This design comes from an exercise in tuning for small area, a short achievable clock period and few clock cycles per item on the open sky130 flow, not from production work. Function was checked by simulation only, so behaviour that the tests miss may differ from the original. Power figures rest on the tool's default switching activity, not on a simulated workload.

--- flow/flow/run.sh ---
#!/bin/bash
# The standard layout (the standard.sh), with clock tree synthesis options
# of our own (no dummy loads for balancing, larger sink clusters) and the
# smallest buffer on each port; repair resizes port buffers where timing needs.
export CTS_ARGS="-sink_clustering_enable -repair_clock_nets -sink_clustering_size 40 -sink_clustering_max_diameter 80 -dont_use_dummy_load"
export BUFFER_PORTS_ARGS="-buffer_cell sky130_fd_sc_hd__buf_1"
bash standard.sh > standard.log 2>&1
--- flow/standard.sh ---
#!/bin/bash
# synth_recipe.tcl (not shown) runs the flow's synth.tcl, then flattens the netlist and writes it again
# the make line also repeats each setting of config.mk as NAME=value (left out here)
make -C /OpenROAD-flow-scripts/flow DESIGN_CONFIG=/design/flow/config.mk WORK_HOME=/design/flow/orfs CLKGATE_MAP_FILE= SYNTH_SCRIPT=/design/flow/synth_recipe.tcl "${@:-finish}"
--- flow/config.mk ---
export PLATFORM = sky130hd
export DESIGN_NAME = multi_module_liveness_watchdog_core
export DESIGN_NICKNAME = multi_module_liveness_watchdog_core
export VERILOG_FILES = /design/flow/design.v
export SDC_FILE = /design/flow/constraint.sdc
export NUM_CORES = 4
export LEC_CHECK = 0
export ABC_AREA = 1
export CAP_MARGIN = 20
export CORE_MARGIN = 2
export CORE_UTILIZATION = 60
export CTS_CLUSTER_DIAMETER = 60
export CTS_CLUSTER_SIZE = 30
export PLACE_DENSITY = 0.7
export SETUP_SLACK_MARGIN = 4.5
export SLEW_MARGIN = 20
export TNS_END_PERCENT = 100
--- flow/constraint.sdc ---
create_clock -name core_clock -period 7.0 [get_ports {clk}]
set_input_delay 1.4000 -clock core_clock [delete_from_list [all_inputs] [get_ports {clk}]]
set_output_delay 1.4000 -clock core_clock [all_outputs]
set_load 0.01 [all_outputs]
--- flow/design.v ---
package lwd_pkg;
    localparam int TIME_W = 32;
    localparam logic [TIME_W-1:0] TMO0_RST     = 32'd6000;
    localparam logic [TIME_W-1:0] TMO1_RST     = 32'd6000;
    localparam logic [TIME_W-1:0] TMO2_RST     = 32'd10000;
    localparam logic [TIME_W-1:0] COOLDOWN_RST = 32'd900000;
endpackage
module lwd_late_a
(
    input  logic [31:0] now_n,    
    input  logic [31:0] t,
    input  logic [31:0] lim,
    output logic [6:0]  part      
);
    function automatic logic [1:0] gp16(input logic [15:0] g, input logic [15:0] p);
        logic [15:0] gg;
        logic [15:0] pp;
        gg = g;
        pp = p;
        for (int w = 8; w >= 1; w = w / 2)
        begin
            for (int i = 0; i < w; i++)
            begin
                gg[i] = gg[2*i+1] | (pp[2*i+1] & gg[2*i]);
                pp[i] = pp[2*i+1] & pp[2*i];
            end
        end
        gp16 = {gg[0], pp[0]};
    endfunction
    logic [31:0] s;
    logic [31:0] c;
    logic [31:0] b;
    logic [31:0] kg, kp, wg, wp;
    logic [1:0]  k0, k1, w0, w1;
    assign s  = lim ^ t ^ now_n;
    assign c  = (lim & t) | (lim & now_n) | (t & now_n);
    assign b  = {c[30:0], 1'b1};
    assign kg = s & b;                    
    assign kp = s | b;
    assign wg = t & now_n;                
    assign wp = t | now_n;
    assign k0 = gp16(kg[15:0], kp[15:0]);
    assign k1 = gp16(kg[31:16], kp[31:16]);
    assign w0 = gp16(wg[15:0], wp[15:0]);
    assign w1 = gp16(wg[31:16], wp[31:16]);
    assign part = {c[31], k1, k0[1], w1, w0[1]};
endmodule
module lwd_late_b
(
    input  logic [6:0] part,
    output logic       late
);
    logic k;
    logic wrap;
    assign k    = part[5] | (part[4] & part[3]);
    assign wrap = part[2] | (part[1] & part[0]);
    assign late = wrap ? !(part[6] & k) : !(part[6] | k);
endmodule
import lwd_pkg::*;
module multi_module_liveness_watchdog_core
(
    input  logic        clk,
    input  logic        rst_n,
    input  logic        item_valid,
    output logic        item_stall,
    input  logic        command,
    input  logic [1:0]  module_req,
    input  logic [31:0] now_ms,
    output logic        result_valid,
    input  logic        result_stall,
    output logic        reboot,
    output logic [1:0]  reboot_module,
    output logic [2:0]  error_mask,
    output logic [1:0]  remembered_failure,
    input  logic        cfg_valid,
    output logic        cfg_ready,
    input  logic [1:0]  cfg_index,
    input  logic [31:0] cfg_data
);
    logic [31:0] tmo0_reg, tmo1_reg, tmo2_reg, cdn_reg;
    logic [31:0] kick0_reg, kick1_reg, kick2_reg;
    logic [31:0] start_reg;
    logic        deg_reg;         
    logic [1:0]  fail_reg;
    logic        iv_reg;
    logic        icmd_reg;
    logic [1:0]  imr_reg;
    logic [31:0] inown_reg;       
    logic        v2_reg;
    logic        pk_reg;
    logic        cmd2_reg;
    logic [1:0]  mr2_reg;
    logic [31:0] now2n_reg;       
    logic [6:0]  p0_reg, p1_reg, p2_reg, pc_reg;
    logic [3:0]  qv_reg;
    logic [7:0]  q0_reg;
    logic [3:0]  q1_reg, q2_reg, q3_reg;
    logic        stall_reg;
    logic        accept;
    logic        commit;
    logic        repl;
    logic        adv;
    logic        cap_keep;
    logic [6:0]  p0, p1, p2, pc;
    logic [2:0]  late2_reg;
    logic        cool2_reg;
    logic [2:0]  rbv;
    logic        dc;
    logic        late_f;
    logic        fvalid;
    logic        rb;
    logic [1:0]  rbmod;
    logic        deg_n;
    logic [1:0]  fail_n;
    logic        deg_eff;
    logic [2:0]  mask_n;
    logic [7:0]  res_n;
    logic [3:0]  resc_n;
    logic [7:0]  q1_dec;
    logic        kw0, kw1, kw2, rbw;
    logic        iv_n, v2_n, pk_n;
    logic        shift;
    logic [3:0]  qv_n;
    logic        full_n;
    assign cfg_ready  = 1'b1;
    assign item_stall = stall_reg;
    assign accept     = item_valid && !stall_reg;
    lwd_late_a u_a0 (.now_n(inown_reg), .t(kick0_reg), .lim(tmo0_reg), .part(p0));
    lwd_late_a u_a1 (.now_n(inown_reg), .t(kick1_reg), .lim(tmo1_reg), .part(p1));
    lwd_late_a u_a2 (.now_n(inown_reg), .t(kick2_reg), .lim(tmo2_reg), .part(p2));
    lwd_late_a u_ac (.now_n(inown_reg), .t(start_reg), .lim(cdn_reg),  .part(pc));
    lwd_late_b u_b0 (.part(p0_reg), .late(late2_reg[0]));
    lwd_late_b u_b1 (.part(p1_reg), .late(late2_reg[1]));
    lwd_late_b u_b2 (.part(p2_reg), .late(late2_reg[2]));
    lwd_late_b u_bc (.part(pc_reg), .late(cool2_reg));
    assign dc     = deg_reg && cool2_reg;
    assign rbv[0] = late2_reg[0] && (fail_reg != 2'd0 || dc);
    assign rbv[1] = late2_reg[1] && (fail_reg != 2'd1 || dc);
    assign rbv[2] = late2_reg[2] && (fail_reg != 2'd2 || dc);
    assign fvalid = (fail_reg != 2'd3);
    assign late_f = late2_reg[fail_reg];
    always_comb
    begin
        rb    = cmd2_reg && (rbv != 3'b000);
        rbmod = !cmd2_reg ? 2'd0 : rbv[0] ? 2'd0 : rbv[1] ? 2'd1 : rbv[2] ? 2'd2 : 2'd0;
        if (!cmd2_reg)
        begin
            fail_n = fail_reg;
            deg_n  = deg_reg;
        end
        else if (rbv != 3'b000)
        begin
            fail_n = rbmod;
            deg_n  = 1'b0;
        end
        else
        begin
            fail_n = (fvalid && !late_f) ? 2'd3 : fail_reg;
            deg_n  = fvalid && late_f;
        end
        mask_n = deg_n ? ((fail_n == 2'd0) ? 3'b001 : (fail_n == 2'd1) ? 3'b010 : 3'b100) : 3'b000;
        res_n  = {rb, rbmod, mask_n, fail_n};
        resc_n = {rb, deg_n, fail_n};
    end
    assign q1_dec = {q1_reg[3], q1_reg[3] ? q1_reg[1:0] : 2'd0,
                     !q1_reg[2] ? 3'b000 : (q1_reg[1:0] == 2'd0) ? 3'b001 : (q1_reg[1:0] == 2'd1) ? 3'b010 : 3'b100,
                     q1_reg[1:0]};
    assign commit   = v2_reg;
    assign repl     = commit && rb && iv_reg && icmd_reg;
    assign adv      = iv_reg && !repl;
    assign cap_keep = iv_reg && !adv;
    assign deg_eff  = commit ? deg_n : deg_reg;
    assign iv_n = pk_reg || cap_keep || (accept && !repl);
    assign v2_n = adv;
    assign pk_n = repl && accept;
    assign shift = qv_reg[0] && !result_stall;
    assign qv_n  = shift ? ({1'b0, qv_reg[3:1]} | ({4{commit}} & qv_reg & ~{1'b0, qv_reg[3:1]}))
                         : (qv_reg | ({4{commit}} & ~qv_reg & {qv_reg[2:0], 1'b1}));
    assign full_n = qv_n[3] || (qv_n[2] && (iv_reg || pk_reg || accept))
                  || (qv_n[1] && iv_reg && (pk_reg || accept));
    assign rbw = commit && rb;
    assign kw0 = iv_reg && !icmd_reg && imr_reg == 2'd0;
    assign kw1 = iv_reg && !icmd_reg && imr_reg == 2'd1;
    assign kw2 = iv_reg && !icmd_reg && imr_reg == 2'd2;
    always_ff @(posedge clk or negedge rst_n)
    begin
        if (!rst_n)
        begin
            tmo0_reg  <= TMO0_RST;
            tmo1_reg  <= TMO1_RST;
            tmo2_reg  <= TMO2_RST;
            cdn_reg   <= COOLDOWN_RST;
            kick0_reg <= '0;
            kick1_reg <= '0;
            kick2_reg <= '0;
            deg_reg   <= 1'b0;
            fail_reg  <= 2'd3;
            iv_reg    <= 1'b0;
            v2_reg    <= 1'b0;
            pk_reg    <= 1'b0;
            qv_reg    <= 4'b0000;
            stall_reg <= 1'b0;
        end
        else
        begin
            if (cfg_valid)
            begin
                case (cfg_index)
                    2'd0: tmo0_reg <= cfg_data;
                    2'd1: tmo1_reg <= cfg_data;
                    2'd2: tmo2_reg <= cfg_data;
                    default: cdn_reg <= cfg_data;
                endcase
            end
            if (kw0)
                kick0_reg <= ~inown_reg;
            else if (rbw)
                kick0_reg <= ~now2n_reg;
            if (kw1)
                kick1_reg <= ~inown_reg;
            else if (rbw)
                kick1_reg <= ~now2n_reg;
            if (kw2)
                kick2_reg <= ~inown_reg;
            else if (rbw)
                kick2_reg <= ~now2n_reg;
            if (commit)
            begin
                deg_reg  <= deg_n;
                fail_reg <= fail_n;
            end
            iv_reg    <= iv_n;
            v2_reg    <= v2_n;
            pk_reg    <= pk_n;
            qv_reg    <= qv_n;
            stall_reg <= pk_n || full_n;
        end
    end
    always_ff @(posedge clk)
    begin
        if (adv && !deg_eff)
        begin
            start_reg <= ~inown_reg;
        end
        if (!cap_keep)
        begin
            if (pk_reg)
            begin
                icmd_reg <= cmd2_reg;
                imr_reg  <= mr2_reg;
                inown_reg <= now2n_reg;
            end
            else
            begin
                icmd_reg <= command;
                imr_reg  <= module_req;
                inown_reg <= ~now_ms;
            end
        end
        if (repl)
        begin
            cmd2_reg <= command;
            mr2_reg  <= module_req;
            now2n_reg <= ~now_ms;
        end
        else
        begin
            cmd2_reg  <= icmd_reg;
            mr2_reg   <= imr_reg;
            now2n_reg <= inown_reg;
        end
        p0_reg <= p0;
        p1_reg <= p1;
        p2_reg <= p2;
        pc_reg <= pc;
        if (shift)
        begin
            q0_reg <= qv_reg[1] ? q1_dec : res_n;
            q1_reg <= qv_reg[2] ? q2_reg : resc_n;
            q2_reg <= qv_reg[3] ? q3_reg : resc_n;
            q3_reg <= resc_n;
        end
        else
        begin
            if (!qv_reg[0]) q0_reg <= res_n;
            if (!qv_reg[1]) q1_reg <= resc_n;
            if (!qv_reg[2]) q2_reg <= resc_n;
            if (!qv_reg[3]) q3_reg <= resc_n;
        end
    end
    assign result_valid       = qv_reg[0];
    assign {reboot, reboot_module, error_mask, remembered_failure} = q0_reg;
endmodule
==> results of run 1 <==
[final cells by class]
cell class | instances | area, µm²
Clock buffer | 24 | 600.6
Inverter | 384 | 1466
Timing Repair Buffer | 168 | 1096
Sequential cell | 385 | 9716
Tap cell | 461 | 576.8
Multi-Input combinational cell | 1741 | 10300
Fill cell | 3054 | 11900
[synth_stat cells (2+ instances only)]
cell type  count  area (µm²)
o211ai_1      21       157.7
a22oi_1        7       52.55
a221oi_1      11       96.34
nand3b_1      10       75.07
a211oi_1       8       60.06
buf_2          8       40.04
o21a_1         8       60.06
dfstp_2       32       840.8
inv_1        377        1415
dfrtp_1      203        5080
nand2_2        3       18.77
o221ai_1       7       61.31
clkbuf_1      81       304.0
o22ai_1       55       344.1
buf_6          7       78.83
dfxtp_1       71        1421
a21boi_0       2       15.01
nand4_1       15       93.84
o21ai_0      387        1937
fa_1         128        2562
nand3_4        2       35.03
or2_2         15       93.84
a21oi_1       72       360.4
nor3b_1        5       37.54
maj3_1         4       40.04
a32oi_1        4       35.03
clkinv_1       6       22.52
nor3_1        31       155.2
nor2_1        88       330.3
edfxtp_1      79        2372
o311ai_0       2       17.52
buf_4         10       75.07
nand3_1      127       635.6
nand2_1      651        2444
o21ai_1       58       290.3
o211a_1        3       30.03
nor4_1         3       18.77
[cells in the final DEF, fill, tap and decap left out, types with 5 or more instances in the layout]
| master | netlist | layout |
|---|---|---|
| nand2_1 | 651 | 648 |
| o21ai_0 | 387 | 384 |
| inv_1 | 377 | 372 |
| dfrtp_1 | 203 | 202 |
| fa_1 | 128 | 128 |
| nand3_1 | 127 | 120 |
| nor2_1 | 88 | 85 |
| edfxtp_1 | 79 | 79 |
| buf_1 | 0 | 74 |
| dfxtp_1 | 71 | 71 |
| a21oi_1 | 72 | 70 |
| buf_4 | 10 | 70 |
| o21ai_1 | 58 | 59 |
| o22ai_1 | 55 | 55 |
| dfstp_2 | 32 | 32 |
| nor3_1 | 31 | 29 |
| clkbuf_16 | 0 | 24 |
| o211ai_1 | 21 | 21 |
| or2_2 | 15 | 15 |
| nand4_1 | 15 | 15 |
| a221oi_1 | 11 | 11 |
| nand3b_1 | 10 | 10 |
| nand3_2 | 1 | 9 |
| a211oi_1 | 8 | 8 |
| o21a_1 | 8 | 8 |
| buf_12 | 0 | 8 |
| a22oi_1 | 7 | 7 |
| o221ai_1 | 7 | 7 |
| clkbuf_2 | 0 | 7 |
| clkinvlp_4 | 0 | 5 |
| nor3b_1 | 5 | 5 |
| buf_6 | 7 | 5 |
[logic make-up (layout without fill, tap and decap cells)]
family | after synthesis | after routing | share of synthesized area
compound gates | 651 | 651 | 0.1636
fa+ha+maj | 132 | 132 | 0.1194
buf+inv | 490 | 576 | 0.08895
flops | 385 | 385 | 0.4456
other cells | 1 | 1 | 0.0001720
simple gates | 954 | 957 | 0.1824
[worst paths after layout]
kind                               start            end  slack [ps]  cells after the start
max reg2reg                inown_reg[22]      p2_reg[5]        4470                     10
min                         tmo0_reg[15]   tmo0_reg[15]         490                      2
max                        inown_reg[22]      p2_reg[5]        4470                     10
min in group asynchronous          rst_n  kick1_reg[10]         960                      1
min reg2reg                 tmo0_reg[15]   tmo0_reg[15]         490                      2
max in group asynchronous          rst_n         pk_reg        4740                      2
[worst max-delay path: stages (launching register included)]
cell        delay, ps
edfxtp_1          590
clkinvlp_4        270
fa_1              530
inv_1              50
o21ai_0           130
inv_1              70
nand3_1           100
o211a_1           140
o21ai_0           150
nand2_1           110
nand4_1           190
[repair_timing]
item | in CTS | in global routing
gates resized for setup | 15 | 35
endpoints found under the setup margin | 147 | 156
setup buffers | 21 | 50
pin swaps | 2 | 6
gates cloned | 2 | 1
[metal layers]
layer	track usage	part of all wire
met4	0.08917	0.032
met1	0.4513	0.43
met5	0	0
met2	0.5129	0.47
met3	0.03939	0.070
[power groups by stage]
stage	Clock [mW]	Sequential, mW	Combinational (mW)
final	1.35	3.47	3.96
after global routing	1.45	3.55	4.47
after CTS	1.37	3.48	3.80
after detailed placement	0	3.53	3.68
after global placement	0	3.51	3.59
after floorplan	0	3.37	2.70
[through the flow]
stage | hold WS [ps] | util | total power [mW] | worst slack, ps | area [µm²]
after floorplan | 453.0 | - | 6.071 | 4624 | 21810
after global placement | 468.1 | 0.6271 | 7.092 | 3561 | 22360
after detailed placement | 474.2 | 0.6271 | 7.212 | 3415 | 22360
after CTS | 491.9 | 0.6514 | 8.650 | 4288 | 23220
after global routing | 510.1 | 0.6662 | 9.483 | 4391 | 23750
final | 489.9 | 0.6662 | 8.774 | 4473 | 23750
==> out/qor.csv, run 1 <==
metric;value;unit
comb_power_share;0.451;
insertedDiodeCount;0;
p_switching;3.759;mW
avgSynthCellArea;8.344;µm²
power_density;369.3;mW/mm²
finalSetupViolCount;0;
fmax;395.8;MHz
status;complete, no violations;
vias;18180;
cts_root_buffer;clkbuf_16;
grt_pass1_wl;93290;µm
track_usage;0.3159;
synth_warnings;2;
grt_antenna_before_repair;0;
clock-sinks;385;
fin_nets;2906;
area.growth.synth_to_final;8.953;%
min_path_type;reg2reg;
p_int;5.014;mW
drc;0;
setup_tns;0;ps
slew_viol_final;0;
netSwitchingFraction;0.4285;
dpl.cell_count;3065;
num_rows;69;
wl_per_cell;18.77;µm
yosys_most_used_dff;dfrtp_1;
cts.path.max_buffers;3;
cts-hold-fix-buffers;0;
die_w;194.6;µm
ys_types;49;
antenna_left;0;
leakagePower;10.97;nW
final_cells;3163;
power_frac_seq;0.395;
drive_above_1_share;0.07624;
port_buffers;83;
max_slew_margin;0.4066;
dp_hpwl;40670;µm
numCtsBuffers;24;
fp.dieH;194.6;µm
syn_inst;2613;
p_clk_frac;0.153;
startpoint_type;flop;
rsz0062_at_grt;true;
globalplace.congestion;0.9090;
grt_max_degree;131;
via_per_inst;5.748;
cts_tree;done;
htreeDepth;1;
core;0.03566;mm²
finalHoldViolations;0;
finClkSkew;43.99;ps
drtIter0Drc;1588;
cp.required;7380;ps
start_util;0.6115;
synthArstFlopShare;0.6104;
peakVddDrop;0.2489;mV
seq_area_frac_synth;0.4456;
io-pin-count;85;
cap_violations;0;
die-area;0.03788;mm²
path_clk_slew;100;ps
synth-seq-cells;385;
synth_area;0.02180;mm²
path_class;reg2reg;
first_global_vias;17190;
tightest_slew;890.1;ps
dr.pass1.iters;7;
synth_edf_count;79;
period_needed;2527;ps
end_kind;flop;
finalCritPeriodShare;0.3609;
wirelength;59370;µm
grt_overflow_total;0;
syn_nets;2815;
cp.arrival;2910;ps
cp_max_fo;8;
clk_latency;570;ps
Testbench counts, summed over its fixed seeds: cycles 12,035, items 12,000.
==> inputs of run 2 (changes only) <==
--- a/flow/config.mk
+++ b/flow/config.mk
@@ -9,8 +9,7 @@
 export CAP_MARGIN = 20
 export CORE_MARGIN = 2
-export CORE_UTILIZATION = 60
+export CORE_UTILIZATION = 40
 export CTS_CLUSTER_DIAMETER = 60
 export CTS_CLUSTER_SIZE = 30
-export PLACE_DENSITY = 0.7
 export SETUP_SLACK_MARGIN = 4.5
 export SLEW_MARGIN = 20
==> run 2 against run 1 <==
Synthesized cell count unchanged. Critical path depth decreased by 9. Fmax increased by 0.54%. Cell area increased by 1.3%. Total power increased by 0.38%. Sequential power about the same. Worst setup slack improved by 14 ps. Still clean. Area after synthesis unchanged.
==> out/qor.csv, run 2 <==
metric;value;unit
status;complete, no violations;
insertedDiodeCount;0;
cp_top_family;flip-flops;
die_w;237.5;µm
cap_violations;0;
fp.dieH;237.5;µm
final_common_cell;nand2_1;
core;0.05381;mm²
rsz0062_at_grt;true;
first_global_vias;17730;
finalSetupViolCount;0;
synth_warnings;2;
grt_overflow_total;0;
track_usage;0.2213;
grt_max_degree;136;
cts_tree;done;
cp_max_fo;1;
fmax;397.9;MHz
max_slew_margin;0.3702;
fin_nets;2902;
finClkSkew;60.81;ps
yosysTopAreaCellShare;0.2330;
synthArstFlopShare;0.6104;
synth-seq-cells;385;
die-area;0.05639;mm²
tightest_slew;944.7;ps
yosys_most_used_dff;dfrtp_1;
final_cell_mix;nand2_1 (649), o21ai_0 (384), inv_1 (373), dfrtp_1 (202), fa_1 (128);
synth_area;0.02180;mm²
path_cells;clkbuf_2;
seq_area_frac_synth;0.4456;
finalHoldViolations;0;
synthTopCellsByArea;dfrtp_1 (23%), fa_1 (12%), nand2_1 (11%), edfxtp_1 (11%), o21ai_0 (8.9%);
power_density;365.9;mW/mm²
wl_per_cell;18.16;µm
syn_inst;2613;
synth_edf_count;79;
ys_types;49;
numCtsBuffers;27;
drive_above_1_share;0.07228;
area.growth.synth_to_final;10.40;%
path_clk_slew;90;ps
cts.path.max_buffers;3;
grt_antenna_before_repair;2;
leakagePower;10.98;nW
port_buffers;83;
path_class;reg2out;
slew_viol_final;0;
critPathSlowestCell;edfxtp_1;
io-pin-count;85;
synth.largest_area_cell;dfrtp_1;
dp_hpwl;42710;µm
peakVddDrop;0.1951;mV
clk_latency;600;ps
synth_common_cells;nand2_1 (651), o21ai_0 (387), inv_1 (377);
cp.required;5600;ps
dr.pass1.iters;6;
vias;17960;
wirelength;61650;µm
grt_pass1_wl;98260;µm
drc;0;
min_path_type;reg2reg;
start_util;0.4051;
finish.utilization;0.4473;
via_per_inst;5.291;
clock-sinks;385;
syn_nets;2815;
finalCritPeriodShare;0.3590;
startpoint_type;flop;
slowest_delay;390;ps
end_kind;output pin;
period_needed;2513;ps
timing.hold.ws;484.2;ps
drtIter0Drc;1359;
power.total;8.807;mW
path_buf_inv;1;
setup_tns;0;ps
htreeDepth;1;
cp.arrival;1110;ps
synth_most_common_cell;nand2_1;
antenna_left;0;
cts_root_buffer;clkbuf_16;
globalplace.congestion;0.8942;
avgSynthCellArea;8.344;µm²
num_rows;85;
-- run 2: cell type report --
| cell class | instances | area (µm²) |
|---|---|---|
| repair buffers | 160 | 1050 |
| fillers | 5377 | 29740 |
| inverters | 384 | 1461 |
| well taps | 696 | 870.8 |
| flip-flops and latches | 385 | 9716 |
| clock buffers | 27 | 675.6 |
| multi-input cells | 1742 | 10300 |
-- run 2: layer usage --
metal	GRT usage	wire (µm)	up-vias
li1	-	-	8679
met1	0.3020	27540	8695
met4	0.06099	1707	2
met2	0.3728	29260	491
met3	0.02706	3132	89
met5	0	13	-
-- run 2: repair_timing --
| action | 4_1_cts | 5_1_grt |
|---|---|---|
| gates cloned | 3 | 1 |
| pin swaps | 3 | 1 |
| setup endpoints to repair | 149 | 146 |
| resized for setup | 22 | 21 |
| hold buffers | 0 | 0 |
| setup buffers | 21 | 41 |
| endpoints found under the hold margin | 0 | 0 |
-- run 2: final timing paths --
| check | startpoint | end | slack (ps) | cells after the start |
|---|---|---|---|---|
| worst max-delay path | q0_reg[6] | reboot_module[1] | 4490 | 1 |
| worst min-delay path | tmo1_reg[18] | tmo1_reg[18] | 480 | 2 |
| worst max register to register | inown_reg[16] | p2_reg[5] | 4590 | 9 |
| worst min register to register | tmo1_reg[18] | tmo1_reg[18] | 480 | 2 |
| max in group asynchronous | rst_n | kick2_reg[1] | 4790 | 3 |
| min in group asynchronous | rst_n | tmo0_reg[25] | 850 | 2 |
-- run 2: kinds of logic after synthesis --
family                   after synthesis  synth area share
AND/OR/NAND/NOR                      954            0.1824
buffers and inverters                490           0.08895
flip-flops                           385            0.4456
AO/OA/AOI/OAI                        651            0.1636
adder cells (fa/ha/maj)              132            0.1194
other                                  1         0.0001720
-- run 2: worst reg2reg max path, cell delays in order (launching register included) --
cell	delay (ps)
edfxtp_1	510
inv_1	270
fa_1	590
nor2_1	50
a21oi_1	130
nor3_1	60
a21oi_1	280
o21ai_1	130
nand2_1	140
nand4_1	140
-- run 2: stage by stage --
step                instances  area, µm²  setup slack (ps)
floorplan                2613      21810              4624
global placement         3301      22660              3581
detailed placement       3301      22660              3480
CTS                      3352      23650              4428
global route             3394      24070              4426
finish                   3394      24070              4487
-- run 2: power breakdown --
part	total (mW)	switching, mW	internal [mW]
Clock	1.46	0.776	0.679
Combinational	3.91	2.47	1.44
Sequential	3.44	0.483	2.96
==> inputs of run 3 (changes only) <==
==> flow/flow/run.sh (replaced) <==
#!/bin/bash
# The standard layout (the standard.sh), with clock tree synthesis options
# of our own (no dummy loads for balancing, larger sink clusters) and the
# smallest buffer on each port; repair resizes port buffers where timing needs.
export CTS_ARGS="-sink_clustering_enable -repair_clock_nets -sink_clustering_size 35 -sink_clustering_max_diameter 70 -dont_use_dummy_load"
export BUFFER_PORTS_ARGS="-buffer_cell sky130_fd_sc_hd__buf_1"
bash standard.sh > standard.log 2>&1
==> run 3 against run 2 <==
Via count is essentially flat. Register-to-register slack is essentially flat. Cell area grew 0.14%. Global-route usage shrank 0.058 points. Clock skew shrank 20 ps. Flip-flop and latch count is the same. Sequential power is essentially flat. Critical path type unchanged. Largest cell class unchanged. Largest power group unchanged.
==> out/qor.csv, run 3 <==
metric;value;unit
status;complete, no violations;
synth-seq-cells;385;
yosys.area_share.simple;0.1824;
start_util;0.4051;
io-pin-count;85;
power.total;8.854;mW
synth_edf_count;79;
synth.largest_area_cell;dfrtp_1;
first_global_vias;17840;
finalWorstSetupSlack;4471;ps
finalHoldViolations;0;
setup_tns;0;ps
peakVddDrop;0.2118;mV
fmax;395.4;MHz
hold_end;tmo2_reg[16];
finClkSkew;40.85;ps
finish.utilization;0.4479;
grt_antenna_before_repair;2;
cts-hold-fix-buffers;0;
synth_common_cells;nand2_1 (651), o21ai_0 (387), inv_1 (377);
die-area;0.05639;mm²
grt_pass1_wl;98140;µm
dr.pass1.iters;5;
cap_violations;0;
area.growth.synth_to_final;10.55;%
insertedDiodeCount;0;
syn_nets;2815;
end_kind;output pin;
final_cells;3396;
synth_area;0.02180;mm²
critPathSlowestCell;dfrtp_1;
finalCritPeriodShare;0.3613;
yosysTopAreaCellShare;0.2330;
timing.hold.ws;488.2;ps
fp.dieH;237.5;µm
path_buf_inv;1;
cp_top_family;flip-flops;
synth_top_family_by_area;simple AND/OR/NAND/NOR gates;
dp_hpwl;42710;µm
track_usage;0.2207;
max_slew_margin;0.3659;
cp.required;5600;ps
startpoint_type;flop;
finalSetupViolCount;0;
slowest_delay;400;ps
htreeDepth;1;
path_class;reg2out;
cts_tree;done;
drc;0;
final_area;0.02410;mm²
clk_latency;610;ps
tightest_slew;951.2;ps
synth_xor_area_frac;0;
timing.rr.start;inown_reg[22];
num_rows;85;
final_cell_mix;nand2_1 (648), o21ai_0 (384), inv_1 (374), dfrtp_1 (202), fa_1 (128);
clock-sinks;385;
die_w;237.5;µm
dpl-instance-area;0.02266;mm²
cp_max_fo;2;
core;0.05381;mm²
port_buffers;83;
cts_root_buffer;clkbuf_16;
path_clk_slew;80;ps
grt_overflow_total;0;
syn_inst;2613;
dpl.cell_count;3301;
period_needed;2529;ps
seq_area_frac_synth;0.4456;
synthArstFlopShare;0.6104;
wirelength;61380;µm
cp.arrival;1130;ps
numCtsBuffers;30;
antenna_left;0;
drtIter0Drc;1234;
via_per_inst;5.285;
globalplace.congestion;0.8942;
rr_worst_depth;11;
num-fill-cells;5387;
leakagePower;11.01;nW
synth_most_common_cell;nand2_1;
path_cells;clkbuf_2;
drive_above_1_share;0.07519;
vias;17950;
min_from;tmo2_reg[16];
yosys_most_used_dff;dfrtp_1;
avgSynthCellArea;8.344;µm²
slew_viol_final;0;
synthMuxAreaShare;0;
synth_warnings;2;
regToRegSetupSlack;4580;ps
hold_depth;2;
reg2reg_to;p0_reg[5];
grt_max_degree;136;
wl_per_cell;18.07;µm
ys_types;49;
cts.path.max_buffers;3;
fin_nets;2904;
power_density;367.3;mW/mm²
synth-compound-area-share;0.1636;
final_common_cell;nand2_1;
preCtsSetupSlack;3480;ps
synthAdderAreaFrac;0.1194;
synthTopCellsByArea;dfrtp_1 (23%), fa_1 (12%), nand2_1 (11%), edfxtp_1 (11%), o21ai_0 (8.9%);
min_path_type;reg2reg;
rsz0062_at_grt;true;
==> run 3: changes by cell type in the layout (fill, tap and decap cells not counted), sizes merged <==
cell	previous run	this run
inv	375	376
clkbuf	34	40
buf	153	149
clkinvlp	4	3
==> run 3: cells by family after synthesis <==
group | after synthesis
simple gates | 954
fa+ha+maj | 132
compound gates | 651
buf+inv | 490
flops | 385
other cells | 1
==> run 3: report_power, final <==
part           internal, mW  total [mW]  switching [mW]
logic                  1.41        3.87            2.46
registers              2.96        3.44           0.479
clock network         0.750        1.54           0.789
total                  5.13        8.85            3.73
==> run 3: worst max path at each step <==
| stage | slack [ps] | endpoint | depth (start not counted) | startpoint |
|---|---|---|---|---|
| after floorplan | 4620 | q1_reg[0] | 4 | result_stall |
| after global placement | 3580 | start_reg[19] | 10 | fail_reg[0] |
| after detailed placement | 3480 | start_reg[17] | 10 | fail_reg[0] |
| after CTS | 4410 | reboot_module[1] | 1 | q0_reg[6] |
| after global routing | 4420 | reboot_module[1] | 1 | q0_reg[6] |
| final | 4470 | item_stall | 1 | stall_reg |
==> run 3: cell type report <==
class	instances	area [µm²]	share of cell area
tap	696	870.8	0.03613
multi-input combinational	1742	10310	0.4278
sequential	385	9716	0.4031
inverter	384	1458	0.06048
timing repair buffer	159	996.0	0.04132
clock buffer	30	750.7	0.03115
==> run 3: layer usage <==
metal / wire (µm) / global-route usage
met3: 3157 / 0.02845
met1: 27340 / 0.3001
met4: 1706 / 0.06270
met2: 29160 / 0.3711
met5: 13 / 0
==> run 3: what timing repair did <==
| action | 4_1_cts | 5_1_grt |
|---|---|---|
| buffers inserted | 20 | 41 |
| hold endpoints to repair | 0 | 0 |
| endpoints found under the setup margin | 153 | 149 |
| resized for setup | 23 | 26 |
| pin swaps | 4 | 3 |
| cloned | 3 | 1 |
==> inputs of run 4 (changes only) <==
--- a/flow/config.mk
+++ b/flow/config.mk
@@ -14,3 +14,5 @@
 export SETUP_SLACK_MARGIN = 4.5
 export SLEW_MARGIN = 20
+export SYNTH_HIERARCHICAL = 1
+export SYNTH_MINIMUM_KEEP_SIZE = 0
 export TNS_END_PERCENT = 100
==> run 4 against run 3 <==
Register-to-register slack got worse by 100 ps. Fmax decreased by 1.5%. Sequential power increased by 4%. Core utilization decreased by 1.1 points. Die area increased by 7.4%. First-iteration DRC count increased by 3.6%. Hold slack got worse by 5.7 ps. Flip-flop and latch count unchanged. Sequential share of layout area decreased by 1.8 points. Still clean. Synthesized cell count increased by 18%. Non-clock buffer count decreased by 57.
==> out/qor.csv, run 4 <==
metric;value;unit
tightest_slew;987.4;ps
vias;18660;
leakagePower;12.68;nW
synth-seq-cells;385;
critPathSlowestCell;edfxtp_1;
wl_per_cell;16.02;µm
finalHoldViolations;0;
yosysTopAreaCellShare;0.2166;
synth_xor_area_frac;0;
synth.largest_area_cell;dfrtp_1;
grt_pass1_wl;98000;µm
cap_violations;0;
min_from;tmo2_reg[11];
cts_root_buffer;clkbuf_16;
grtUsageMet1;0.2925;
synth-compound-area-share;0.1275;
synthMuxAreaShare;0;
start_util;0.4058;
htreeDepth;1;
drc;0;
yosys_most_used_dff;dfrtp_1;
slew_viol_final;0;
synthAdderAreaFrac;0.1092;
max_slew_margin;0.3417;
antenna_left;0;
end_kind;output pin;
die-area;0.06059;mm²
track_usage;0.2075;
numCtsBuffers;31;
area.growth.synth_to_final;7.602;%
drtIter0Drc;1278;
clock-sinks;385;
grt_busiest_layer;met2;
regToRegSetupSlack;4480;ps
cp.arrival;1170;ps
startpoint_type;flop;
path_class;reg2out;
period_needed;2568;ps
synthArstFlopShare;0.6104;
cp_top_family;flip-flops;
path_clk_slew;90;ps
cp_max_fo;1;
ys_types;43;
cts.path.max_buffers;3;
num_rows;88;
synth_most_common_cell;nand2_1;
globalplace.congestion;0.8443;
synth_area;0.02345;mm²
first_global_vias;17460;
rr_worst_depth;4;
grt_antenna_before_repair;0;
hold_end;tmo2_reg[11];
peakVddDrop;0.2180;mV
power_density;373.2;mW/mm²
seq_area_frac_synth;0.4142;
cts_tree;done;
cp.required;5600;ps
finalSetupViolCount;0;
status;complete, no violations;
synth_top_family_by_area;simple AND/OR/NAND/NOR gates;
cts-hold-fix-buffers;0;
synth_common_cells;nand2_1 (938), inv_1 (519), o21ai_0 (359);
avgSynthCellArea;7.623;µm²
grt_max_degree;142;
clk_latency;630;ps
setup_tns;0;ps
hold_depth;2;
min_path_type;reg2reg;
dp_hpwl;42230;µm
insertedDiodeCount;0;
final_common_cell;nand2_1;
die_w;246.2;µm
port_buffers;83;
rsz0062_at_grt;true;
fp.dieH;246.2;µm
drive_above_1_share;0.05911;
grt_use_met3;0.02037;
synth_edf_count;79;
wirelength;62380;µm
grt_overflow_total;0;
core;0.05781;mm²
slowest_delay;400;ps
synthTopCellsByArea;dfrtp_1 (22%), nand2_1 (15%), fa_1 (11%), edfxtp_1 (10%), inv_1 (8.3%);
synth_warnings;8;
syn_inst;3077;
fmax;389.4;MHz
reg2reg_to;kick1_reg[29];
syn_nets;3279;
finClkSkew;53.57;ps
path_cells;clkbuf_2;
fin_nets;3334;
path_buf_inv;1;
yosys.area_share.simple;0.2401;
timing.rr.start;icmd_reg;
finalCritPeriodShare;0.3669;
via_per_inst;4.789;
grtUsageMet2;0.3472;
io-pin-count;85;
dr.pass1.iters;6;
final_cell_mix;nand2_1 (936), inv_1 (519), o21ai_0 (358), nor2_1 (286), dfrtp_1 (202);
power.total;9.419;mW
[run 4: timing repair]
action                                  CTS  global route
endpoints found under the setup margin  142           144
gates resized for setup                   7            15
gates cloned                              2             1
pin swaps                                 2             2
buffers inserted                          0            11
[run 4: power by group]
| part | total, mW | switching [mW] | internal (mW) |
|---|---|---|---|
| logic | 4.27 | 2.71 | 1.56 |
| clock network | 1.58 | 0.807 | 0.773 |
| registers | 3.57 | 0.602 | 2.97 |
[run 4: metrics by stage]
step                hold WS [ps]  instance area, µm²  utilization  instances  setup slack [ps]
floorplan                  453.0               23460            -       3077              4630
global placement           465.9               24270       0.4199       3850              3507
detailed placement         472.3               24270       0.4199       3850              3424
CTS                        486.2               25100       0.4342       3883              4382
global route               505.8               25240       0.4366       3895              4253
finish                     482.6               25240       0.4366       3895              4432
[run 4: cells by family (layout without fill, tap and decap cells)]
family,Yosys count,after routing
AND/OR/NAND/NOR,1378,1381
buffers and inverters,614,664
AO/OA/AOI/OAI,571,571
flip-flops,385,385
adder cells (fa/ha/maj),128,128
other,1,1
[run 4: cell type report]
type                    count  area [µm²]
repair buffers            102       508.0
flip-flops and latches    385        9716
multi-input cells        2081       11280
fillers                  5939       32570
clock buffers              31       775.7
inverters                 531        2001
well taps                 765       957.2
[run 4: worst max-delay path by stage]
stage	startpoint	end	cells after the start
finish	q0_reg[7]	reboot	1
global route	icmd_reg	kick0_reg[4]	5
CTS	icmd_reg	kick1_reg[19]	5
detailed placement	result_stall	q0_reg[4]	7
global placement	result_stall	q0_reg[2]	7
floorplan	result_stall	q1_reg[0]	4
[run 4: modules after synthesis (local to each module, per instance)]
module                               times used  area (µm²)  flip-flops and latches  cells
lwd_late_a                                    4        2028                       0    370
multi_module_liveness_watchdog_core           1       15180                     385   1561
lwd_late_b                                    4       40.04                       0      9
[run 4: metal layers]
metal  up-vias  share of wire
met2       353           0.47
met4         0          0.021
met5         -              0
li1       9575              -
met1      8653           0.47
met3        74          0.039
==> inputs of run 5 (changes only) <==
==> flow/flow/run.sh (replaced) <==
#!/bin/bash
# The standard layout (the standard.sh), with clock tree synthesis options
# of our own (no dummy loads for balancing, larger sink clusters) and the
# smallest buffer on each port; repair resizes port buffers where timing needs.
export CTS_ARGS="-sink_clustering_enable -repair_clock_nets -sink_clustering_size 30 -sink_clustering_max_diameter 110 -dont_use_dummy_load"
export BUFFER_PORTS_ARGS="-buffer_cell sky130_fd_sc_hd__buf_1"
bash standard.sh > standard.log 2>&1
--- a/flow/config.mk
+++ b/flow/config.mk
@@ -14,5 +14,3 @@
 export SETUP_SLACK_MARGIN = 4.5
 export SLEW_MARGIN = 20
-export SYNTH_HIERARCHICAL = 1
-export SYNTH_MINIMUM_KEEP_SIZE = 0
 export TNS_END_PERCENT = 100
==> run 5 against run 4 <==
Cell area down 5.6%. Final cell count down 13%. Count of clock-buffer cells in the layout down 14. Critical path depth unchanged. Worst setup slack better by 84 ps. Critical endpoint is now item_stall. Flip-flop and latch count unchanged. Still clean on timing, DRC and antenna. Die area down 6.9%. Global-route usage up 1.3 points. Total power down 9.8%. Highest routed layer unchanged. Critical path type unchanged. Combinational power down 8.9%.
==> out/qor.csv, run 5 <==
metric;value;unit
status;complete, no violations;
synthTopCellsByArea;dfrtp_1 (23%), fa_1 (12%), nand2_1 (11%), edfxtp_1 (11%), o21ai_0 (8.9%);
cp.required;5600;ps
startpoint_type;flop;
ys_types;49;
final_common_cell;nand2_1;
io-pin-count;85;
power_density;356.7;mW/mm²
finalHoldViolations;0;
syn_inst;2613;
syn_nets;2815;
start_util;0.4051;
cp_max_fo;2;
synth_area;0.02180;mm²
yosys_most_used_dff;dfrtp_1;
synth_warnings;2;
clock-sinks;385;
path_buf_inv;1;
drive_above_1_share;0.06925;
htreeDepth;1;
slew_viol_final;0;
finalWorstSetupSlack;4516;ps
synth_common_cells;nand2_1 (651), o21ai_0 (387), inv_1 (377);
timing.hold.ws;493.7;ps
numCtsBuffers;17;
preCtsSetupSlack;3480;ps
port_buffers;83;
globalplace.congestion;0.8942;
path_clk_slew;110;ps
drc;0;
setup_tns;0;ps
cts_root_buffer;clkbuf_16;
vias;17970;
cap_violations;0;
final_cells;3382;
p_int;4.826;mW
area.growth.synth_to_final;9.268;%
cts-hold-fix-buffers;0;
wirelength;61790;µm
leakagePower;10.85;nW
critPathSlowestCell;dfrtp_1;
synth_edf_count;79;
cts.path.max_buffers;3;
dp_hpwl;42710;µm
finalCritPeriodShare;0.3549;
track_usage;0.2203;
cp_top_family;flip-flops;
via_per_inst;5.314;
peakVddDrop;0.1841;mV
grt_overflow_total;0;
core;0.05381;mm²
fmax;402.5;MHz
grt_max_degree;136;
path_class;reg2out;
die-area;0.05639;mm²
slowest_delay;410;ps
num_rows;85;
grt_antenna_before_repair;0;
synth_most_common_cell;nand2_1;
power.total;8.499;mW
wl_per_cell;18.27;µm
clk_latency;550;ps
min_path_type;reg2reg;
p_clk_frac;0.138;
drtIter0Drc;1372;
synth.largest_area_cell;dfrtp_1;
yosysTopAreaCellShare;0.2330;
cts_tree;done;
insertedDiodeCount;0;
period_needed;2484;ps
antenna_left;0;
first_global_vias;17720;
dpl.cell_count;3301;
cp.arrival;1080;ps
die_w;237.5;µm
finClkSkew;37.68;ps
dr.pass1.iters;6;
fp.dieH;237.5;µm
seq_area_frac_synth;0.4456;
avgSynthCellArea;8.344;µm²
final_cell_mix;nand2_1 (648), o21ai_0 (383), inv_1 (373), dfrtp_1 (202), fa_1 (128);
max_slew_margin;0.3583;
p_switching;3.672;mW
netSwitchingFraction;0.4321;
finalSetupViolCount;0;
grt_pass1_wl;98350;µm
power_frac_seq;0.405;
tightest_slew;962.5;ps
synth-seq-cells;385;
rsz0062_at_grt;true;
synthArstFlopShare;0.6104;
comb_power_share;0.458;
fin_nets;2890;
end_kind;output pin;
path_cells;clkbuf_2;
## run 5: cell types whose count changed in the layout (fill, tap and decap cells not counted), sizes merged, moves of 15 or more
cell,before,now
nand2,955,657
nor2,308,90
inv,529,375
a21oi,150,72
buf,94,149
nand3,76,131
o21ai,396,445
o22ai,16,55
nor3,0,31
o211ai,6,21
## run 5: stage by stage
step	utilization	cell area [µm²]
2_1_floorplan	-	21810
3_3_place_gp	0.4211	22660
3_5_place_dp	0.4211	22660
6_report	0.4427	23820
5_1_grt	0.4427	23820
4_1_cts	0.4343	23370
## run 5: worst min-delay path: cells and delay by family, from the launching register on
family	cells	cell delay (ps)
AO/OA/AOI/OAI	1	60
flip-flops	1	350
AND/OR/NAND/NOR	1	50
## run 5: layout make-up
type	instances	area, µm²
sequential	385	9716
inverter	384	1465
timing repair buffer	158	1040
clock buffer	17	425.4
fill	5400	29990
multi-input combinational	1742	10310
tap	696	870.8
## run 5: power groups by stage
stage / Sequential (mW) / Combinational (mW) / Clock, mW
2_1_floorplan: 3.37 / 2.70 / 0
4_1_cts: 3.46 / 3.78 / 1.20
3_5_place_dp: 3.52 / 3.67 / 0
5_1_grt: 3.53 / 4.46 / 1.28
3_3_place_gp: 3.50 / 3.57 / 0
6_report: 3.44 / 3.89 / 1.17
## run 5: cells by family after synthesis
logic type,Yosys count,synth area share
AND/OR/NAND/NOR,954,0.1824
flip-flops,385,0.4456
AO/OA/AOI/OAI,651,0.1636
buffers and inverters,490,0.08895
adder cells (fa/ha/maj),132,0.1194
other,1,0.0001720
## run 5: final timing paths
| kind | endpoint | slack [ps] | cells after the start | startpoint |
|---|---|---|---|---|
| max | item_stall | 4520 | 1 | stall_reg |
| min | tmo2_reg[16] | 490 | 2 | tmo2_reg[16] |
| max reg2reg | p1_reg[5] | 4590 | 9 | inown_reg[16] |
| min reg2reg | tmo2_reg[16] | 490 | 2 | tmo2_reg[16] |
| max in group asynchronous | tmo1_reg[4] | 4780 | 3 | rst_n |
| min in group asynchronous | tmo1_reg[24] | 880 | 2 | rst_n |
## run 5: per-layer routing
layer	GRT usage	wire length [µm]	vias to the layer above
li1	-	-	8645
met1	0.3066	27710	8786
met2	0.3751	29690	471
met3	0.02102	3128	69
met5	0	0	-
met4	0.04650	1267	0
## run 5: timing repair
item,CTS,global route
endpoints found under the setup margin,150,137
buffers inserted,21,38
resized for setup,21,26
pin swaps,4,2
cloned,3,2
==> inputs of run 6 (changes only) <==
==> flow/flow/run.sh (replaced) <==
#!/bin/bash
# The standard layout (the standard.sh), with clock tree synthesis options
# of our own (no dummy loads for balancing, larger sink clusters) and the
# smallest buffer on each port; repair resizes port buffers where timing needs.
export CTS_ARGS="-sink_clustering_enable -repair_clock_nets -sink_clustering_size 25 -sink_clustering_max_diameter 110 -dont_use_dummy_load"
export BUFFER_PORTS_ARGS="-buffer_cell sky130_fd_sc_hd__buf_1"
bash standard.sh > standard.log 2>&1
==> run 6 against run 5 <==
Still clean. Fmax shrank 0.76%. Total power grew 0.34%. Worst setup slack lost 19 ps. Cell area is essentially flat. Register-to-register slack lost 90 ps. Final cell count is the same. Wire length shrank 0.81%. Synthesized cell count is the same. Critical path type is now reg2reg. Critical endpoint is now start_reg[1]. Largest cell class unchanged. Highest routed layer is now met5.
==> out/qor.csv, run 6 <==
metric;value;unit
dr.pass1.iters;5;
startpoint_type;flop;
via_per_inst;5.280;
die_w;237.5;µm
leakagePower;10.86;nW
avgSynthCellArea;8.344;µm²
path_class;reg2reg;
drtIter0Drc;1261;
num_rows;85;
cap_violations;0;
finalSetupViolCount;0;
netSwitchingFraction;0.4288;
first_global_vias;17740;
finClkSkew;45.71;ps
multi_input_area;0.01028;mm²
io-pin-count;85;
power_density;358.1;mW/mm²
slew_viol_final;0;
grt_pass1_wl;97750;µm
wirelength;61290;µm
timing.rr.start;fail_reg[0];
final_cell_mix;nand2_1 (649), o21ai_0 (384), inv_1 (373), dfrtp_1 (202), fa_1 (128);
synth_most_common_cell;nand2_1;
yosysTopAreaCellShare;0.2330;
finalCritPeriodShare;0.3576;
grt_max_degree;136;
final_common_cell;nand2_1;
syn_inst;2613;
vias;17860;
startpoint;fail_reg[0];
end_kind;flop;
cp.arrival;2780;ps
finalHoldViolations;0;
die-area;0.05639;mm²
p_switching;3.657;mW
dp_hpwl;42710;µm
cts.path.max_buffers;3;
status;complete, no violations;
port_buffers;83;
cp_max_fo;27;
synth-seq-cells;385;
period_needed;2503;ps
synth.largest_area_cell;dfrtp_1;
p_clk_frac;0.143;
seq_area;0.009716;mm²
power_frac_seq;0.403;
synthArstFlopShare;0.6104;
numCtsBuffers;19;
insertedDiodeCount;0;
cts_tree;done;
wl_per_cell;18.12;µm
ys_types;49;
setup_tns;0;ps
path_clk_slew;100;ps
peakVddDrop;0.1833;mV
power.total;8.527;mW
seq_area_frac_synth;0.4456;
clk_latency;570;ps
synth_edf_count;79;
synth_area;0.02180;mm²
htreeDepth;1;
fp.dieH;237.5;µm
grt_overflow_total;0;
synthTopCellsByArea;dfrtp_1 (23%), fa_1 (12%), nand2_1 (11%), edfxtp_1 (11%), o21ai_0 (8.9%);
tightest_slew;940.7;ps
rsz0062_at_grt;true;
drc;0;
max_slew_margin;0.3729;
clock-sinks;385;
drive_above_1_share;0.06962;
synth_common_cells;nand2_1 (651), o21ai_0 (387), inv_1 (377);
min_path_type;reg2reg;
hold_depth;2;
p_int;4.870;mW
comb_power_share;0.453;
fin_nets;2890;
track_usage;0.2197;
syn_nets;2815;
area.growth.synth_to_final;9.222;%
start_util;0.4051;
yosys_most_used_dff;dfrtp_1;
cts_root_buffer;clkbuf_16;
min_from;tmo2_reg[18];
fmax;399.5;MHz
cp.required;7280;ps
synth_warnings;2;
num-fill-cells;5412;
rr_worst_depth;11;
core;0.05381;mm²
grt_antenna_before_repair;2;
globalplace.congestion;0.8942;
antenna_left;0;
## run 6: cell counts after synthesis
Identical to the previous run, type by type.
## run 6: power groups by stage
stage / Combinational, mW / Clock (mW) / Sequential, mW
after floorplan: 2.70 / 0 / 3.37
after global placement: 3.57 / 0 / 3.50
after detailed placement: 3.67 / 0 / 3.52
after CTS: 3.79 / 1.26 / 3.46
after global routing: 4.45 / 1.33 / 3.53
final: 3.87 / 1.22 / 3.44
## run 6: repair_timing
action,in CTS,in global routing
endpoints found under the setup margin,155,149
hold buffers,0,0
cloned,3,1
pin swaps,3,2
gates resized for setup,22,23
setup buffers,22,36
## run 6: path summary, 6_finish.rpt
path,end,slack (ps)
worst max-delay path,start_reg[1],4500
worst min-delay path,tmo2_reg[18],490
worst max register to register,start_reg[1],4500
worst min register to register,tmo2_reg[18],490
max in group asynchronous,tmo0_reg[5],4780
min in group asynchronous,tmo1_reg[24],890
## run 6: kinds of logic (layout without fill, tap and decap cells)
| kind of cell | Yosys count | after routing | share of synthesized area |
|---|---|---|---|
| adder cells (fa/ha/maj) | 132 | 132 | 0.1194 |
| AND/OR/NAND/NOR | 954 | 957 | 0.1824 |
| buffers and inverters | 490 | 560 | 0.08895 |
| flip-flops | 385 | 385 | 0.4456 |
| other | 1 | 1 | 0.0001720 |
| AO/OA/AOI/OAI | 651 | 651 | 0.1636 |
## run 6: cell type report
cell class,count,share of cell area
inverter,384,0.06137
clock buffer,19,0.01997
tap,696,0.03657
multi-input combinational,1741,0.4316
sequential,385,0.4080
timing repair buffer,157,0.04251
## run 6: metrics by stage
stage / instances / utilization / hold WS [ps] / area (µm²) / worst slack (ps)
CTS: 3345 / 0.4354 / 494.6 / 23430 / 4454
global placement: 3301 / 0.4211 / 465.7 / 22660 / 3581
floorplan: 2613 / - / 453.0 / 21810 / 4624
global route: 3382 / 0.4425 / 516.0 / 23810 / 4346
detailed placement: 3301 / 0.4211 / 474.7 / 22660 / 3480
finish: 3382 / 0.4425 / 491.2 / 23810 / 4497
## run 6: per-layer routing
layer,global-route usage,wire length (µm)
met2,0.3681,28890
met4,0.06175,1858
met1,0.3004,27450
met3,0.02799,3071
met5,0,13
## run 6: critical path: stages, from the launching register on
cell and delay [ps]:
dfstp_2 560, inv_1 90, nor2_1 140, nand2_1 90, nand2_2 130, nand3_4 130, nand3_4 200, nor2_4 90
nand2_8 240, nand2_2 180, nor2_4 180, buf_4 170
==> inputs of run 7 (changes only) <==
==> flow/flow/run.sh (replaced) <==
#!/bin/bash
# The standard layout (the standard.sh), with clock tree synthesis options
# of our own (no dummy loads for balancing, larger sink clusters) and the
# smallest buffer on each port; repair resizes port buffers where timing needs.
export CTS_ARGS="-sink_clustering_enable -repair_clock_nets -sink_clustering_size 30 -sink_clustering_max_diameter 90 -dont_use_dummy_load"
export BUFFER_PORTS_ARGS="-buffer_cell sky130_fd_sc_hd__buf_1"
bash standard.sh > standard.log 2>&1
==> run 7 against run 6 <==
Critical endpoint is now item_stall. Combinational power is essentially flat. First-iteration DRC count shrank 2.0%. Largest cell class unchanged. Largest power group unchanged. Highest routed layer unchanged. Count of clock-buffer cells in the layout grew 3. Non-clock buffer count grew 9.
==> out/qor.csv, run 7 <==
metric;value;unit
fmax;397.8;MHz
core;0.05381;mm²
vias;17980;
syn_inst;2613;
synth_warnings;2;
rr_worst_depth;10;
startpoint_type;flop;
synth.largest_area_cell;dfrtp_1;
numCtsBuffers;22;
yosys_most_used_dff;dfrtp_1;
antenna_left;0;
cp.arrival;1110;ps
seq_area_frac_synth;0.4456;
drive_above_1_share;0.07521;
cp_max_fo;2;
fin_nets;2903;
leakagePower;10.96;nW
finClkSkew;53.89;ps
setup_tns;0;ps
end_kind;output pin;
cts_root_buffer;clkbuf_16;
slew_viol_final;0;
final_cells;3395;
via_per_inst;5.297;
path_class;reg2out;
die_w;237.5;µm
final_common_cell;nand2_1;
grt_antenna_before_repair;2;
first_global_vias;17800;
port_buffers;83;
track_usage;0.2197;
critPathSlowestCell;dfrtp_1;
area.growth.synth_to_final;10.09;%
globalplace.congestion;0.8942;
hold_depth;2;
cp_num_cells;1;
path_cells;clkbuf_2;
path_clk_slew;100;ps
io-pin-count;85;
min_path_type;reg2reg;
num_rows;85;
grt_max_degree;136;
status;complete, no violations;
finalHoldViolations;0;
final_cell_mix;nand2_1 (649), o21ai_0 (384), inv_1 (373), dfrtp_1 (202), fa_1 (128);
synth_common_cells;nand2_1 (651), o21ai_0 (387), inv_1 (377);
finalCritPeriodShare;0.3592;
synth_edf_count;79;
synthTopCellsByArea;dfrtp_1 (23%), fa_1 (12%), nand2_1 (11%), edfxtp_1 (11%), o21ai_0 (8.9%);
rsz0062_at_grt;true;
tightest_slew;941.9;ps
drc;0;
start_util;0.4051;
slowest_delay;410;ps
syn_nets;2815;
ys_types;49;
synth_most_common_cell;nand2_1;
dr.pass1.iters;6;
avgSynthCellArea;8.344;µm²
dp_hpwl;42710;µm
insertedDiodeCount;0;
wirelength;61270;µm
drtIter0Drc;1236;
finalSetupViolCount;0;
cts_tree;done;
htreeDepth;1;
clk_latency;580;ps
max_slew_margin;0.3721;
clock-sinks;385;
cp.required;5600;ps
path_buf_inv;1;
grt_overflow_total;0;
wl_per_cell;18.05;µm
cp_top_family;flip-flops;
synth-seq-cells;385;
yosysTopAreaCellShare;0.2330;
dpl.cell_count;3301;
regToRegSetupSlack;4590;ps
cap_violations;0;
synth_area;0.02180;mm²
period_needed;2514;ps
die-area;0.05639;mm²
fp.dieH;237.5;µm
cts.path.max_buffers;3;
power_density;360.7;mW/mm²
peakVddDrop;0.1640;mV
grt_pass1_wl;97800;µm
synthArstFlopShare;0.6104;
run 7: cell types whose count changed in the layout (fill, tap and decap cells not counted), moves of 2 or more:
cell / delta
buf_12: +3
buf_4: +6
clkbuf_16: +2
nor2_2: -2
nor3_1: -2
nor3_2: +2
run 7: timing repair:
action	4_1_cts	5_1_grt
endpoints found under the setup margin	155	151
resized for setup	21	32
pin swaps	3	5
setup buffers	21	47
hold buffers	0	0
gates cloned	3	1
run 7: per-stage QoR:
stage          hold slack [ps]  cell area [µm²]  power (mW)  worst slack (ps)  utilization
2_1_floorplan            453.0            21810       6.071              4624            -
3_3_place_gp             465.7            22660       7.069              3581       0.4211
3_5_place_dp             474.7            22660       7.186              3480       0.4211
4_1_cts                  494.4            23510       8.607              4441       0.4368
5_1_grt                  512.8            24000       9.428              4439       0.4460
6_report                 487.8            24000       8.659              4486       0.4460
run 7: final cells by class:
cell class	instances	area [µm²]
fill	5383	29810
inverter	384	1461
multi-input combinational	1742	10310
timing repair buffer	166	1090
tap	696	870.8
clock buffer	22	550.5
sequential	385	9716
run 7: final timing paths:
kind                              startpoint            to
worst max-delay path               stall_reg    item_stall
worst min register to register  tmo1_reg[18]  tmo1_reg[18]
worst min-delay path            tmo1_reg[18]  tmo1_reg[18]
max in group asynchronous              rst_n   tmo1_reg[4]
min in group asynchronous              rst_n  tmo0_reg[26]
worst max register to register  inown_reg[0]     p1_reg[3]
run 7: where the power goes:
| group | internal, mW | switching (mW) | total [mW] | leakage (nW) |
|---|---|---|---|---|
| Sequential | 2.96 | 0.480 | 3.44 | 4.26 |
| Clock | 0.562 | 0.752 | 1.31 | 0.271 |
| Combinational | 1.44 | 2.46 | 3.90 | 6.43 |
| Total | 4.96 | 3.70 | 8.66 | 11.0 |
run 7: cells by family (layout without fill, tap and decap cells):
family	after synthesis	in the layout	share of synthesized area
flops	385	385	0.4456
buf+inv	490	572	0.08895
compound gates	651	651	0.1636
fa+ha+maj	132	132	0.1194
other cells	1	1	0.0001720
simple gates	954	958	0.1824
run 7: layer usage:
metal / up-vias / global-route usage / wire length (µm)
met3: 101 / 0.02845 / 3179
met4: 2 / 0.06289 / 1875
met2: 519 / 0.3712 / 28960
met1: 8675 / 0.2970 / 27250
li1: 8687 / - / -
met5: - / 0 / 13
==> inputs of run 8 (changes only) <==
--- a/flow/config.mk
+++ b/flow/config.mk
@@ -12,5 +12,5 @@
 export CTS_CLUSTER_DIAMETER = 60
 export CTS_CLUSTER_SIZE = 30
-export SETUP_SLACK_MARGIN = 4.5
+export SETUP_SLACK_MARGIN = 4.6
 export SLEW_MARGIN = 20
 export TNS_END_PERCENT = 100
==> run 8 against run 7 <==
Still clean on timing, DRC and antenna. Hold slack hardly changed. Flip-flop and latch count stayed put. Synthesized cell count stayed put. Register-to-register slack hardly changed. Clock skew is 4.5 ps lower. Worst setup slack worse by 1.8 ps. Cell area is 0.52% higher. Sequential power hardly changed. Total power is 0.47% higher. Final cell count is 0.38% higher. Count of clock-buffer cells in the layout stayed put. Highest routed layer unchanged.
==> out/qor.csv, run 8 <==
metric;value;unit
die-area;0.05639;mm²
p_clk_frac;0.151;
cts_tree;done;
p_switching;3.716;mW
peakVddDrop;0.1630;mV
globalplace.congestion;0.8942;
min_path_type;reg2reg;
finalSetupViolCount;0;
synth_most_common_cell;nand2_1;
clk_latency;580;ps
rsz0062_at_grt;true;
min_from;tmo1_reg[18];
drtIter0Drc;1340;
first_global_vias;17920;
dp_hpwl;42710;µm
numCtsBuffers;22;
synth.largest_area_cell;dfrtp_1;
num_rows;85;
regToRegSetupSlack;4580;ps
avgSynthCellArea;8.344;µm²
synth_edf_count;79;
synth-seq-cells;385;
cts.path.max_buffers;3;
antenna_left;0;
path_clk_slew;100;ps
dr.pass1.iters;5;
area.growth.synth_to_final;10.67;%
fin_nets;2916;
syn_inst;2613;
htreeDepth;1;
netSwitchingFraction;0.4271;
grt_max_degree;136;
cp.required;5600;ps
timing.rr.start;inown_reg[1];
finalHoldViolations;0;
slew_viol_final;0;
startpoint;stall_reg;
final_cell_mix;nand2_1 (648), o21ai_0 (385), inv_1 (372), dfrtp_1 (202), fa_1 (128);
synth_warnings;2;
drc;0;
path_cells;clkbuf_2;
fmax;397.5;MHz
drive_above_1_share;0.08260;
cp_top_family;flip-flops;
p_int;4.984;mW
leakagePower;11.02;nW
wl_per_cell;18.21;µm
power_frac_seq;0.395;
path_buf_inv;1;
finClkSkew;49.42;ps
critPathSlowestCell;dfrtp_1;
final_common_cell;nand2_1;
synth_common_cells;nand2_1 (651), o21ai_0 (387), inv_1 (377);
vias;18180;
clock-sinks;385;
reg2reg_to;p2_reg[3];
syn_nets;2815;
grt_overflow_total;0;
num-fill-cells;5367;
insertedDiodeCount;0;
period_needed;2516;ps
die_w;237.5;µm
seq_area_frac_synth;0.4456;
rr_worst_depth;9;
cp_max_fo;2;
path_class;reg2out;
crit_end;item_stall;
core;0.05381;mm²
wirelength;62070;µm
cap_violations;0;
end_kind;output pin;
grt_pass1_wl;98550;µm
startpoint_type;flop;
ys_types;49;
cp.arrival;1120;ps
grt_antenna_before_repair;2;
port_buffers;83;
fp.dieH;237.5;µm
max_slew_margin;0.3723;
slowest_delay;410;ps
finish.utilization;0.4484;
finalCritPeriodShare;0.3594;
comb_power_share;0.454;
synth_area;0.02180;mm²
yosys_most_used_dff;dfrtp_1;
cp_num_cells;1;
cts_root_buffer;clkbuf_16;
synthArstFlopShare;0.6104;
start_util;0.4051;
yosysTopAreaCellShare;0.2330;
status;complete, no violations;
tightest_slew;941.5;ps
setup_tns;0;ps
track_usage;0.2217;
power.total;8.699;mW
io-pin-count;85;
power_density;360.6;mW/mm²
via_per_inst;5.335;
synthTopCellsByArea;dfrtp_1 (23%), fa_1 (12%), nand2_1 (11%), edfxtp_1 (11%), o21ai_0 (8.9%);
run 8: worst min-delay path by stage:
stage / end / slack (ps) / depth (start not counted)
floorplan: cdn_reg[10] / 450 / 2
global placement: tmo0_reg[15] / 470 / 2
detailed placement: tmo2_reg[18] / 470 / 2
CTS: tmo1_reg[18] / 490 / 2
global route: cdn_reg[18] / 510 / 2
finish: tmo1_reg[18] / 490 / 2
run 8: through the flow:
stage,hold slack [ps],cell area (µm²),instances,setup WS (ps)
4_1_cts,494.4,23700,3367,4441
3_3_place_gp,465.7,22660,3301,3581
3_5_place_dp,474.7,22660,3301,3480
2_1_floorplan,453.0,21810,2613,4624
6_report,487.8,24130,3408,4484
5_1_grt,512.8,24130,3408,4439
run 8: metal layers:
metal,vias to the layer above,share of wire,track usage
li1,8706,-,-
met1,8827,0.44,0.3009
met2,545,0.47,0.3731
met3,101,0.055,0.02834
met4,2,0.029,0.06385
met5,-,0.00021,0
run 8: what timing repair did:
item,in CTS,in global routing
hold buffers,0,0
buffers inserted,41,39
endpoints found under the setup margin,200,156
pin swaps,3,4
gates resized for setup,32,32
gates cloned,3,2
run 8: cells by family after synthesis:
kind of cell,Yosys count,synth area share
adder cells (fa/ha/maj),132,0.1194
other,1,0.0001720
buffers and inverters,490,0.08895
flip-flops,385,0.4456
AO/OA/AOI/OAI,651,0.1636
AND/OR/NAND/NOR,954,0.1824
run 8: layout make-up:
class	count	area [µm²]	share of cell area
sequential	385	9716	0.4027
inverter	384	1471	0.06098
timing repair inverter	1	5.005	0.0002074
multi-input combinational	1742	10350	0.4289
timing repair buffer	178	1166	0.04833
clock buffer	22	550.5	0.02282
tap	696	870.8	0.03609
run 8: power groups by stage:
stage	combinational, mW	clock, mW	sequential (mW)
2_1_floorplan	2.70	0	3.37
3_3_place_gp	3.57	0	3.50
3_5_place_dp	3.67	0	3.52
4_1_cts	3.84	1.35	3.45
5_1_grt	4.52	1.42	3.53
6_report	3.95	1.31	3.44
==> inputs of run 9 (changes only) <==
--- a/flow/config.mk
+++ b/flow/config.mk
@@ -12,5 +12,5 @@
 export CTS_CLUSTER_DIAMETER = 60
 export CTS_CLUSTER_SIZE = 30
-export SETUP_SLACK_MARGIN = 4.6
+export SETUP_SLACK_MARGIN = 4.55
 export SLEW_MARGIN = 20
 export TNS_END_PERCENT = 100
==> run 9 against run 8 <==
Global-route usage shrank 0.083 points. Clock skew barely moved. Area after synthesis unchanged. Critical path depth unchanged.
==> out/qor.csv, run 9 <==
metric;value;unit
globalplace.congestion;0.8942;
min_path_type;reg2reg;
cts.path.max_buffers;3;
period_needed;2513;ps
slew_viol_final;0;
vias;18010;
grt_overflow_total;0;
antenna_left;0;
seq_area_frac_synth;0.4456;
synth_most_common_cell;nand2_1;
area.growth.synth_to_final;10.13;%
die_w;237.5;µm
peakVddDrop;0.1625;mV
cp.required;5600;ps
dp_hpwl;42710;µm
clk_latency;580;ps
wl_met3;3263;µm
cp_top_family;flip-flops;
slowest_delay;410;ps
cp.arrival;1110;ps
drtIter0Drc;1452;
wl_per_cell;18.12;µm
synth-seq-cells;385;
path_clk_slew;100;ps
status;complete, no violations;
grt_max_degree;136;
synth.largest_area_cell;dfrtp_1;
final_common_cell;nand2_1;
dr_wl_met2;29160;µm
io-pin-count;85;
critPathSlowestCell;dfrtp_1;
finalHoldViolations;0;
synth_area;0.02180;mm²
yosysTopAreaCellShare;0.2330;
dpl-instance-area;0.02266;mm²
maxUsedRoutingLayer;met5;
final_cell_mix;nand2_1 (649), o21ai_0 (386), inv_1 (374), dfrtp_1 (202), fa_1 (128);
startpoint_type;flop;
final_cells;3398;
syn_nets;2815;
synthTopCellsByArea;dfrtp_1 (23%), fa_1 (12%), nand2_1 (11%), edfxtp_1 (11%), o21ai_0 (8.9%);
num-fill-cells;5388;
fin_nets;2905;
yosys_most_used_dff;dfrtp_1;
port_buffers;83;
power_density;360.9;mW/mm²
ys_types;49;
fp.dieH;237.5;µm
finalCritPeriodShare;0.3590;
wirelength;61580;µm
timing.rr.start;inown_reg[0];
max_slew_margin;0.3878;
cts_root_buffer;clkbuf_16;
tightest_slew;918.2;ps
die-area;0.05639;mm²
min_from;tmo1_reg[18];
via_per_inst;5.299;
cts_tree;done;
cp_max_fo;2;
synth_edf_count;79;
avgSynthCellArea;8.344;µm²
dpl.cell_count;3301;
track_usage;0.2209;
drive_above_1_share;0.07738;
numCtsBuffers;22;
htreeDepth;1;
finalSetupViolCount;0;
drc;0;
met1Wirelength;27360;µm
num_rows;85;
first_global_vias;17860;
grt_antenna_before_repair;2;
path_class;reg2out;
synthArstFlopShare;0.6104;
cap_violations;0;
synth_common_cells;nand2_1 (651), o21ai_0 (387), inv_1 (377);
end_kind;output pin;
startpoint;stall_reg;
synth_warnings;2;
syn_inst;2613;
core;0.05381;mm²
leakagePower;10.97;nW
grt_pass1_wl;98230;µm
setup_tns;0;ps
regToRegSetupSlack;4620;ps
path_cells;clkbuf_2;
start_util;0.4051;
final_area;0.02401;mm²
finClkSkew;49.17;ps
dr.pass1.iters;5;
path_buf_inv;1;
fmax;397.9;MHz
clock-sinks;385;
rsz0062_at_grt;true;
==> run 9: cell counts after synthesis <==
Identical to the previous run, type by type.
==> run 9: cells by family after synthesis <==
group,after synthesis,synth area share
and+or+nand+nor,954,0.1824
DFF,385,0.4456
other,1,0.0001720
adders and majority gates,132,0.1194
AOI/OAI and AO/OA,651,0.1636
buffers and inverters,490,0.08895
==> run 9: layer usage <==
metal  vias to the layer above  GRT usage
met1                      8710     0.2995
met4                         2    0.06213
li1                       8687          -
met2                       502     0.3726
met3                       104    0.02834
met5                         -          0
==> run 9: final timing paths <==
check,depth (start not counted),endpoint
max,1,item_stall
min,2,tmo1_reg[18]
max reg2reg,11,pc_reg[3]
min reg2reg,2,tmo1_reg[18]
max in group asynchronous,3,tmo1_reg[4]
min in group asynchronous,2,tmo0_reg[26]
==> run 9: stage by stage <==
| step | hold slack (ps) | total power, mW | utilization | setup WS, ps |
|---|---|---|---|---|
| 2_1_floorplan | 453.0 | 6.071 | - | 4624 |
| 3_3_place_gp | 465.7 | 7.069 | 0.4211 | 3581 |
| 3_5_place_dp | 474.7 | 7.186 | 0.4211 | 3480 |
| 4_1_cts | 494.4 | 8.617 | 0.4383 | 4441 |
| 5_1_grt | 512.8 | 9.437 | 0.4462 | 4439 |
| 6_report | 487.6 | 8.666 | 0.4462 | 4487 |
==> run 9: power by group <==
group	internal (mW)	switching [mW]	total (mW)	leakage [nW]
Combinational	1.44	2.47	3.92	6.44
Clock	0.562	0.751	1.31	0.271
Sequential	2.96	0.477	3.44	4.26
Total	4.96	3.70	8.67	11.0
==> run 9: final cells by class <==
| cell class | count | area [µm²] | area share |
|---|---|---|---|
| inverter | 384 | 1461 | 0.06086 |
| multi-input combinational | 1742 | 10330 | 0.4303 |
| clock buffer | 22 | 550.5 | 0.02293 |
| antenna | 1 | 2.502 | 0.0001042 |
| tap | 696 | 870.8 | 0.03627 |
| timing repair buffer | 168 | 1080 | 0.04497 |
| sequential | 385 | 9716 | 0.4046 |
==> run 9: repair_timing <==
item	in CTS	in global routing
pin swaps	3	8
cloned	3	1
hold buffers	0	0
setup buffers	30	40
gates resized for setup	24	30
setup endpoints to repair	172	140

Check on run 9: ideal ports give 4.487 ns setup slack; a clkbuf_16 on the clock port and buf_2 on the inputs give 4.431 ns; moving port delays by the midpoint clock arrival (0.611 ns) as well gives 4.034 ns.
